Context: an optimization exercise on an open-source flow, tuned for a short achievable clock period and few clock cycles. The choices shown serve that exercise and are no tape-out recipe. Function was checked by simulation only, so behaviour that the tests miss may differ from the original.

## run A
Design lc4_core, start of the top module:
module lc4_core (
   input  logic                   gwe,
   input  logic                   i_rst_n,
   output logic [16-1:0] o_imem_addr,
   input  logic [16-1:0] i_imem_data,
   output logic [16-1:0] o_dmem_addr,
   output logic                   o_dmem_we,
   output logic [16-1:0] o_dmem_wdata,
   input  logic [16-1:0] i_dmem_rdata,
   output logic                   o_wb_valid,
   output logic [16-1:0] o_wb_pc,
   output logic [16-1:0] o_wb_insn,
   output logic                   o_wb_we,
   output lc4_pipe_pkg::rsel_t                  o_wb_wsel,
   output logic [16-1:0] o_wb_data,
   output lc4_pipe_pkg::stall_t                 o_wb_stall
);
Size: ~2,400 cells after synthesis, about 500 flip-flops, about 140 I/O pins, ~0.023 sq mm of cells after synthesis.
export LEC_CHECK = 0
export CAP_MARGIN = 20
export CORE_MARGIN = 2
export CORE_UTILIZATION = 40
export PLACE_DENSITY = 0.6
export SETUP_SLACK_MARGIN = 2.8
export SLEW_MARGIN = 20
create_clock -name core_clock -period 5.3 [get_ports {gwe}]
run.sh (not shown) runs the stock make flow with config.mk's settings and CLKGATE_MAP_FILE= SYNTH_SCRIPT=/design/flow/synth_recipe.tcl, a recipe that flattens the netlist after the stock synthesis.
Run A went all the way through synthesis, placement and routing and the layout is clean on timing, DRC and antenna.
Testbench counts of run A, summed over its fixed seeds: cycles 8,725.
> inputs changed (run A -> run B)
--- a/flow/design.v
+++ b/flow/design.v
@@ -135,17 +135,17 @@
    localparam int W = 16;
    localparam int LO = 7;           
    localparam int HI = W - LO;      
    logic [W-1:0] pc_q;
    logic         tk_q, c9_q, s9_q;           
    logic         fix_q, fix_inc;             
    logic [W-1:0] rf [8];
-   logic [2:0]   nzp_q;                      
+   logic         n_q, z_q, f_q;              
    logic         a_valid, a_alu, a_ld, a_st, a_we, a_and, a_sub, a_const;
-   logic         a_rr, a_imm, a_chk, a_chk_late, a_pred, a_inc, a_dec;
+   logic         a_rr, a_imm, a_chk, a_chk_late, a_pred, a_c9, a_s9;
    logic         a_fa1, a_fa2m, a_fa2l, a_fb1, a_fb2m, a_fb2l;
    logic         a_fah, a_fbh, a_fsm, a_fsl, a_pa, a_pb;
    logic [2:0]   a_wsel, a_rs, a_rt, a_mask, a_knzp;
    logic [LO-1:0] a_alo, a_blo;
    logic [HI-1:0] a_bimm_hi;
    logic [8:0]   a_tlo;
    logic [W-1:0] a_pc, a_insn, a_next;
@@ -157,15 +157,15 @@
    logic [W-1:0] b_sdata, b_pc, b_insn, b_next, b_target;
    logic         m_valid, m_we, m_ld, m_st;
    logic [2:0]   m_wsel;
    logic [W-1:0] m_res, m_sdata, m_pc, m_insn;
    logic [W-1:0] ld_data;
    assign ld_data = i_dmem_rdata;
    logic [2:0] nzp;
-   assign nzp = nzp_q;
+   assign nzp = {n_q, z_q, f_q && !n_q && !z_q};
    logic         m_wr;
    logic [7:0]   m_wen;          
    logic [W-1:0] m_val;
    assign m_wr  = m_valid && m_we;
    assign m_val = m_ld ? ld_data : m_res;
    logic [W-1:0] iw;
    assign iw = i_imem_data;
@@ -223,20 +223,17 @@
    always_comb begin
       p_alo = (p_const || p_fa1 || p_fa2) ? '0 : p_rs_lo;
       if (p_rd_rt)  p_blo = (p_fb1 || p_fb2) ? '0 : p_sub ? ~p_rt_lo : p_rt_lo;
       else          p_blo = p_immv[LO-1:0];
    end
    logic [W-1:0] p_next;
    logic [9:0]   p_lo;
-   logic         p_inc, p_dec;
    assign p_next = pc_q + W'(1);
    lc4_add #(.N(9)) u_add_tgt (.i_a(pc_q[8:0]), .i_b(iw[8:0]), .i_c(1'b1), .i_and(1'b0),
                                .o_sum(p_lo[8:0]), .o_c(p_lo[9]));
-   assign p_inc  = p_lo[9] && !iw[8];       
-   assign p_dec  = !p_lo[9] && iw[8];       
    logic [2:0] p_knzp;
    assign p_knzp = iw[8] ? 3'b100 : (iw[8:0] == 9'd0) ? 3'b010 : 3'b001;
    logic p_exact, p_unk_a, p_unk_b, p_chk_a, p_chk_b, p_taken, p_guess;
    logic [2:0] p_nzp;
    always_comb begin
       p_unk_a = 1'b0;      
       p_unk_b = 1'b0;      
@@ -256,15 +253,16 @@
       p_guess = (p_mask == 3'b101) || (iw[8] && p_mask != 3'b010);
       p_taken = p_valid && (p_op == 4'h0) &&
                 (p_exact ? |(p_mask & p_nzp) : (p_mask != 3'b000 && p_guess));
    end
    logic a_act, a_mis, b_act, b_mis;
    logic [W-1:0] a_target;
    logic [6:0]   a_hi;
-   assign a_hi     = a_inc ? a_pc[W-1:9] + 7'd1 : a_dec ? a_pc[W-1:9] - 7'd1 : a_pc[W-1:9];
+   assign a_hi     = (a_c9 && !a_s9) ? a_pc[W-1:9] + 7'd1 :
+                     (!a_c9 && a_s9) ? a_pc[W-1:9] - 7'd1 : a_pc[W-1:9];
    assign a_target = {a_hi, a_tlo};
    assign a_act    = |(a_mask & nzp);
    assign a_mis    = a_valid && a_chk && (a_act != a_pred);
    assign b_act    = |(b_mask & nzp);
    assign b_mis    = b_valid && b_chk && (b_act != b_pred);
    logic a_wait;
    assign a_wait = a_valid && (a_pa || a_pb);
@@ -361,16 +359,16 @@
       a_imm     <= p_imm;
       a_knzp    <= p_knzp;
       a_wsel    <= p_rd;
       a_rs      <= p_rs;
       a_rt      <= p_rt;
       a_mask    <= p_mask;
       a_pred    <= p_taken;
-      a_inc     <= p_inc;
-      a_dec     <= p_dec;
+      a_c9      <= p_lo[9];
+      a_s9      <= iw[8];
       a_tlo     <= p_lo[8:0];
       a_bimm_hi <= p_immv[W-1:LO];
       a_pc      <= pc_q;
       a_insn    <= iw;
       a_next    <= p_next;
    end
    logic [LO-1:0] a_x, a_y, a_subm;
@@ -480,17 +478,21 @@
          end else if (m_wen[i]) begin
             rf[i] <= m_val;
          end
       end
    end
    always_ff @(posedge gwe) begin
       if (!i_rst_n) begin
-         nzp_q <= 3'b000;
+         n_q <= 1'b0;
+         z_q <= 1'b0;
+         f_q <= 1'b0;
       end else if (b_valid && b_alu) begin
-         nzp_q <= {b_hi[HI-1], b_zero, !b_hi[HI-1] && !b_zero};
+         n_q <= b_hi[HI-1];
+         z_q <= b_zero;
+         f_q <= 1'b1;
       end
    end
    logic         ret_w, ret_w_d;    
    logic         o_valid_q, o_we_q;
    logic [2:0]   o_wsel_q;
    logic [W-1:0] o_pc_q, o_insn_q, o_data_q;
    assign ret_w_d = ret_w ? m_valid : (m_valid && m_ld);
Run B vs run A: worst max-slew margin expressed relative to the limit down in run B
Changes observed in run B relative to run A: number of placed instances, taps included up 75; fraction of synthesized cell area in xor and xnor cells up 0.22 points; area growth from synthesis to layout down 2.9 points; worst-case hold slack down 0.011 ns.
Run B vs run A: cell area down in run B
Layout sequential cell count across run A and run B: no real change.
Sort run A and run B by total number of cells along the worst setup path asc -> top: run A
Re global-route usage: run A and run B aren't equal, and the lower value belongs to run B.
Testbench counts of run B, summed over its fixed seeds: cycles 8,725.

[what the ideal ports hide]
In the flow no input, the clock included, has a driving cell. The finished layouts below were timed again as built, in two steps. Step 1: set_driving_cell puts a clkbuf_16 on gwe and a buf_2 on each other input, an assumption about the parent block. Step 2 also shifts input and output timing later by t, the mid clock arrival at the registers, as if the neighbouring blocks saw the same clock. a / b / c = ideal ports / drivers / drivers and shift; a / b = the first two.
| run | shift t [ns] | setup WS [ns] | worst setup path at the end | worst slew at a driven data input, ns |
|---|---|---|---|---|
| run A | 0.669 | 2.659 / 2.659 / 2.081 | input to register | 0.09 |
| run B | 0.681 | 2.752 / 2.758 / 2.092 | input to register | 0.09 |
After both steps every run listed still meets setup and hold. The setup slack of run B, which loses most, moves by +0.006 ns with the drivers and by -0.660 ns with both steps.
